This is an optimization exercise on Yosys and OpenROAD, whose aim is small area and a short achievable clock period, not a production implementation. The RTL was checked by simulation tests, not by an equivalence proof against the original design.

<file path="run.sh">
#!/bin/bash
# synth_recipe.tcl (not shown) runs the flow's synth.tcl, then flattens the netlist and writes it again
# the make line also repeats each setting of config.mk as NAME=value (left out here)
make -C /OpenROAD-flow-scripts/flow DESIGN_CONFIG=/design/flow/config.mk WORK_HOME=/design/flow/orfs CLKGATE_MAP_FILE= SYNTH_SCRIPT=/design/flow/synth_recipe.tcl finish
</file>
<file path="config.mk">
export PLATFORM = sky130hd
export DESIGN_NAME = switch_packet_receiver
export DESIGN_NICKNAME = switch_packet_receiver
export VERILOG_FILES = /design/flow/design.v
export SDC_FILE = /design/flow/constraint.sdc
export NUM_CORES = 4
export LEC_CHECK = 0
export CAP_MARGIN = 20
export CORE_MARGIN = 2
export CORE_UTILIZATION = 40
export SLEW_MARGIN = 20
</file>
<file path="constraint.sdc">
create_clock -name core_clock -period 5.0 [get_ports {clock}]
set_input_delay 1.0000 -clock core_clock [delete_from_list [all_inputs] [get_ports {clock}]]
set_output_delay 1.0000 -clock core_clock [all_outputs]
set_load 0.01 [all_outputs]
</file>
<file path="design.v">
module switch_packet_receiver #(
  parameter int MAX_LEN = 255
) (
  input  logic       clock,
  input  logic       reset,
  input  logic [7:0] data_in,
  input  logic       sw_enable_in,
  output logic       read_out,
  output logic [7:0] out_data,
  output logic       out_valid,
  input  logic       out_ready,
  output logic       out_last,
  output logic       parity_error,
  output logic       framing_error,
  output logic       length_error,
  output logic       dropped
);
  localparam int DEPTH = MAX_LEN + 3;
  localparam int AW = $clog2(DEPTH);
  localparam logic [8:0] MAX_LEN_9 = 9'(MAX_LEN);
  typedef enum logic [2:0] {
    ST_IDLE,
    ST_DA,
    ST_SA,
    ST_LEN,
    ST_PAYLOAD,
    ST_PARITY,
    ST_WAIT_LOW,
    ST_DROP
  } state_t;
  state_t          state_reg;
  logic            en_prev_reg;
  logic [7:0]      len_reg;
  logic [7:0]      cnt_reg;
  logic [7:0]      parity_acc_reg;
  logic [AW-1:0]   wr_ptr_reg;
  logic [AW-1:0]   rd_idx_reg;
  logic [AW-1:0]   last_idx_reg;
  logic            out_valid_reg;
  logic            out_last_reg;
  logic            read_out_reg;
  logic [7:0]      rd_data_reg;
  logic            parity_error_reg;
  logic            framing_error_reg;
  logic            length_error_reg;
  logic            dropped_reg;
  logic [7:0]      mem [0:DEPTH-1];
  logic            start;
  logic            in_frame;
  logic            wr_en;
  logic            commit;
  logic            beat_fire;
  logic            rd_en;
  logic [AW-1:0]   rd_addr;
  logic            idle_next;
  logic            occupied_next;
  assign start     = sw_enable_in && !en_prev_reg;
  assign in_frame  = (state_reg == ST_DA) || (state_reg == ST_SA) || (state_reg == ST_LEN) ||
                     (state_reg == ST_PAYLOAD) || (state_reg == ST_PARITY);
  assign wr_en     = sw_enable_in && ((state_reg == ST_DA) || (state_reg == ST_SA) ||
                     (state_reg == ST_LEN) || (state_reg == ST_PAYLOAD));
  assign commit    = sw_enable_in && (state_reg == ST_PARITY) && (data_in == parity_acc_reg);
  assign beat_fire = out_valid_reg && out_ready;
  assign rd_en     = commit || (beat_fire && !out_last_reg);
  assign rd_addr   = commit ? '0 : rd_idx_reg + 1'b1;
  assign idle_next     = (state_reg == ST_IDLE) ? !start : !sw_enable_in;
  assign occupied_next = commit || (out_valid_reg && !(beat_fire && out_last_reg));
  always_ff @(posedge clock) begin
    if (reset) begin
      state_reg         <= ST_IDLE;
      en_prev_reg       <= 1'b1;
      len_reg           <= '0;
      cnt_reg           <= '0;
      parity_acc_reg    <= '0;
      wr_ptr_reg        <= '0;
      parity_error_reg  <= 1'b0;
      framing_error_reg <= 1'b0;
      length_error_reg  <= 1'b0;
      dropped_reg       <= 1'b0;
    end else begin
      en_prev_reg       <= sw_enable_in;
      parity_error_reg  <= 1'b0;
      framing_error_reg <= 1'b0;
      length_error_reg  <= 1'b0;
      dropped_reg       <= 1'b0;
      if (wr_en) begin
        wr_ptr_reg     <= wr_ptr_reg + 1'b1;
        parity_acc_reg <= parity_acc_reg ^ data_in;
      end
      if (in_frame && !sw_enable_in) begin
        framing_error_reg <= 1'b1;
        state_reg         <= ST_IDLE;
      end else begin
        case (state_reg)
          ST_IDLE: begin
            if (start) begin
              if (out_valid_reg) begin
                dropped_reg <= 1'b1;
                state_reg   <= ST_DROP;
              end else begin
                parity_acc_reg <= '0;
                wr_ptr_reg     <= '0;
                state_reg      <= ST_DA;
              end
            end
          end
          ST_DA: state_reg <= ST_SA;
          ST_SA: state_reg <= ST_LEN;
          ST_LEN: begin
            len_reg <= data_in;
            cnt_reg <= data_in;
            if ({1'b0, data_in} > MAX_LEN_9) begin
              length_error_reg <= 1'b1;
              state_reg        <= ST_WAIT_LOW;
            end else if (data_in == 8'd0) begin
              state_reg <= ST_PARITY;
            end else begin
              state_reg <= ST_PAYLOAD;
            end
          end
          ST_PAYLOAD: begin
            cnt_reg <= cnt_reg - 8'd1;
            if (cnt_reg == 8'd1) state_reg <= ST_PARITY;
          end
          ST_PARITY: begin
            if (!commit) parity_error_reg <= 1'b1;
            state_reg <= ST_WAIT_LOW;
          end
          ST_WAIT_LOW, ST_DROP: begin
            if (!sw_enable_in) state_reg <= ST_IDLE;
          end
          default: state_reg <= ST_IDLE;
        endcase
      end
    end
  end
  always_ff @(posedge clock) begin
    if (wr_en) mem[wr_ptr_reg] <= data_in;
  end
  always_ff @(posedge clock) begin
    if (reset) begin
      rd_data_reg <= '0;
    end else if (rd_en) begin
      rd_data_reg <= mem[rd_addr];
    end
  end
  always_ff @(posedge clock) begin
    if (reset) begin
      out_valid_reg <= 1'b0;
      out_last_reg  <= 1'b0;
      rd_idx_reg    <= '0;
      last_idx_reg  <= '0;
    end else if (commit) begin
      out_valid_reg <= 1'b1;
      out_last_reg  <= 1'b0;
      rd_idx_reg    <= '0;
      last_idx_reg  <= AW'(len_reg) + AW'(2);
    end else if (beat_fire) begin
      if (out_last_reg) begin
        out_valid_reg <= 1'b0;
        out_last_reg  <= 1'b0;
      end else begin
        rd_idx_reg   <= rd_idx_reg + 1'b1;
        out_last_reg <= (rd_idx_reg + 1'b1) == last_idx_reg;
      end
    end
  end
  always_ff @(posedge clock) begin
    if (reset) begin
      read_out_reg <= 1'b0;
    end else begin
      read_out_reg <= idle_next && !occupied_next;
    end
  end
  assign read_out      = read_out_reg;
  assign out_data      = rd_data_reg;
  assign out_valid     = out_valid_reg;
  assign out_last      = out_last_reg;
  assign parity_error  = parity_error_reg;
  assign framing_error = framing_error_reg;
  assign length_error  = length_error_reg;
  assign dropped       = dropped_reg;
endmodule
</file>
==> qor.yml <==
critPathMaxFanout: 33
cpPeakStageDelay_ns: 0.80
nNetsFinal: 5972
yosys_warnings: 1
r2r_cells: 13
min-delay-start: "len_reg[0]$_SDFFE_PP0P_"
overflow: 0
gp_congestion: 0.998
reg2reg_from: "rd_idx_reg[0]$_SDFFE_PP0P_"
synth-simple-area-share_pct: 7.19
hold_viol_final: 0
avgSynthCellArea_um2: 15.2
synth_xor_area_share_pct: 0.682
path_buf_inv: 4
initial_utilization_pct: 40.1
ir_worst_vdd_mv: 0.349
core_area_mm2: 0.214
p_leak_nw: 30.9
portBuffers: 25
synth_mux_area_share_pct: 7.11
synth_cell_types: 98
synth_area_mm2: 0.0859
whs_endpoint: "len_reg[0]$_SDFFE_PP0P_"
cts_hold_buffers: 0
synth_top_family_by_area: "compound AO/OA/AOI/OAI gates"
worstSetupStartpointType: "flop"
die_y_um: 467
worstPathRequired_ns: 5.71
period_needed_ns: 4.81
clk_latency_ns: 0.87
syn_nets: 5658
wire_per_inst_um: 34.6
seq_area_frac_synth_pct: 73.8
slew_headroom_pct: 15.5
final_layout_size_suffix_gt1_share_pct: 17.0
r2r_setup_slack_ns: 0.19
antenna_found_initial: 13
synthCells: 5638
synthAdderAreaFrac_pct: 0.117
viasPerCell: 6.27
synth-seq-cells: 2133
fin_worst_skew_ns: 0.0506
slowest_stage: "nor2_1"
grt_pass1_wl_mm: 428
htree_levels: 4
r2r_end: "rd_data_reg[1]$_SDFFE_PP0P_"
synth_edf_count: 2064
regMostFlops: "mem"
path_class: "flop to flop"
clockBufferDepth: 3
rsz0062_at_grt: "no"
report.final.slew_viol_count: 0
path_common_cell: "buf_12"
power_mw: 36.9
clkSinkCount: 2133
rows: 170
status: "complete, no violations"
end_kind: "flop"
max_freq_mhz: 208
cp.arrival_ns: 5.52
maxCapViolCount: 0
synth_compound_area_share_pct: 8.87
synthFlopType: "edfxtp_1"
crit_family: "simple AND/OR/NAND/NOR gates"
worst_hold_path_type: "flop to flop"
hold_depth: 2
final_cell_mix: "edfxtp_1 (2,064), nand2_1 (578), nor2_1 (485)"
final_common_cell: "edfxtp_1"
holdWs_ns: 0.467
grt_pass1_vias: 52821
finalSetupViolCount: 0
dieArea_mm2: 0.218
routed_wirelength_mm: 311
ios: 27
period_share_pct: 96.3
cts-root-buf: "clkbuf_16"
route.detailed.drc: 0
dr.pass1.iters: 6
largest_register_ffs: 2064
cp_cell_sequence: "ha_4, xor2_4, buf_12, buf_12, nand2_4, buf_12, buf_4, nor2_1, a21oi_1, nand4_1, a21oi_1, o21ai_0, nand3_1"
place_hpwl_mm: 200
grt_use_total_pct: 27.9
numCtsBuffers: 213
power_density_mw_per_mm2: 372
cts_tree: "done"
worst_slew_pin_slew_ns: 1.25
synth_async_sr_flop_share_pct: 0
syn_to_final_growth_pct: 15.6
clk_pin_slew_worst_paths_ns: 0.06
num_vias: 56365
cts.repair.resized: 0
die_w_um: 467
ant_nets: 0
post-cts-setup-buffers: 0
drtIter0Drc: 9026
grt_max_degree: 149
-- layout make-up --
type,count,area (µm²)
antenna,9,22.5
clock buffer,275,5720
clock inverter,126,1310
fill,18476,115000
inverter,10,45.0
multi-input combinational,3108,20800
sequential,2133,63400
tap,2838,3550
timing repair buffer,486,4520
-- how the worst max path moves through the flow --
stage / startpoint / endpoint / slack [ns] / cells after the start
final: rd_idx_reg[0]$_SDFFE_PP0P_ / rd_data_reg[1]$_SDFFE_PP0P_ / 0.19 / 13
after detailed placement: sw_enable_in / rd_data_reg[4]$_SDFFE_PP0P_ / -0.27 / 12
after CTS: rd_idx_reg[0]$_SDFFE_PP0P_ / rd_data_reg[7]$_SDFFE_PP0P_ / 0.33 / 12
after global routing: rd_idx_reg[0]$_SDFFE_PP0P_ / rd_data_reg[1]$_SDFFE_PP0P_ / 0.12 / 13
after global placement: sw_enable_in / rd_data_reg[7]$_SDFFE_PP0P_ / -0.35 / 15
after floorplan: data_in[7] / rd_data_reg[5]$_SDFFE_PP0P_ / 1.69 / 9
-- report_power, final --
group          switching, mW  internal (mW)  total [mW]
clock network           7.06           9.18        16.2
logic                  0.768          0.207       0.975
registers             0.0628           19.7        19.7
total                   7.89           29.0        36.9
-- synthesized netlist by cell type, types with 62 or more instances --
| master | n | share of area (%) |
|---|---|---|
| a21oi_1 | 273 | 1.6 |
| o21ai_0 | 222 | 1.3 |
| nand3_1 | 123 | 0.72 |
| o22ai_1 | 131 | 0.95 |
| edfxtp_1 | 2064 | 72 |
| mux2i_1 | 265 | 3.1 |
| nand2_1 | 586 | 2.6 |
| nor2_1 | 489 | 2.1 |
| buf_2 | 161 | 0.94 |
| mux4_2 | 122 | 3.2 |
| nor3_1 | 98 | 0.57 |
| clkbuf_1 | 149 | 0.65 |
| mux2_2 | 62 | 0.81 |
| dfxtp_1 | 69 | 1.6 |
| o221ai_1 | 70 | 0.71 |
| a31oi_1 | 83 | 0.60 |
-- cells by family after synthesis --
logic type | count (synthesis)
mux | 450
fa+ha+maj | 8
flops | 2133
xor+xnor | 60
buf+inv | 397
compound gates | 1146
other cells | 1
simple gates | 1443
-- tightest hold or removal path, stage by stage, from the launching register on --
cell     delay (ns)
dfxtp_1        0.31
nand2_1        0.05
a21oi_1        0.05
-- routing by layer --
metal | vias to the layer above | track usage [%] | part of all wire (%)
met5 | - | 0 | 0.018
met4 | 10 | 14.2 | 6.0
met3 | 801 | 7.43 | 12
met2 | 4100 | 41.2 | 44
met1 | 28696 | 38.1 | 38
li1 | 22758 | - | -
-- stage by stage --
stage / setup WS, ns / setup TNS [ns] / std cells / instance area [µm²] / util, %
after floorplan: 1.69 / 0 / 5638 / 85900 / -
after CTS: 0.331 / 0 / 8976 / 99300 / 46.4
after global placement: -0.350 / -0.644 / 8574 / 92200 / 43.1
final: 0.187 / 0 / 8985 / 99300 / 46.4
after global routing: 0.116 / 0 / 8978 / 99300 / 46.4
after detailed placement: -0.274 / -0.522 / 8575 / 92300 / 43.1

## what the ideal ports hide
The results above use ideal ports. As a check the final layout listed here was re-extracted and re-timed, cells and wires unchanged. Step 1 (the two cells are an assumption about what drives the block):
set clk [get_ports {clock}]
set_driving_cell -lib_cell sky130_fd_sc_hd__clkbuf_16 $clk
set_driving_cell -lib_cell sky130_fd_sc_hd__buf_2 [delete_from_list [all_inputs] $clk]
Step 2 also shifts input and output timing later by t, the mid clock arrival at the registers, as if the neighbouring blocks saw the same clock. Three values: ideal ports, drivers, drivers and shift; two values: the first two.
t, ns: 0.942
setup slack, ns: 0.187 / 0.187 / -0.367
worst slew at a driven data input, ns: 0.16
With both steps, setup timing fails in this run, where it was met with ideal ports. For this run, drivers alone change the setup slack by 0.000 ns; drivers and shift together by -0.554 ns.
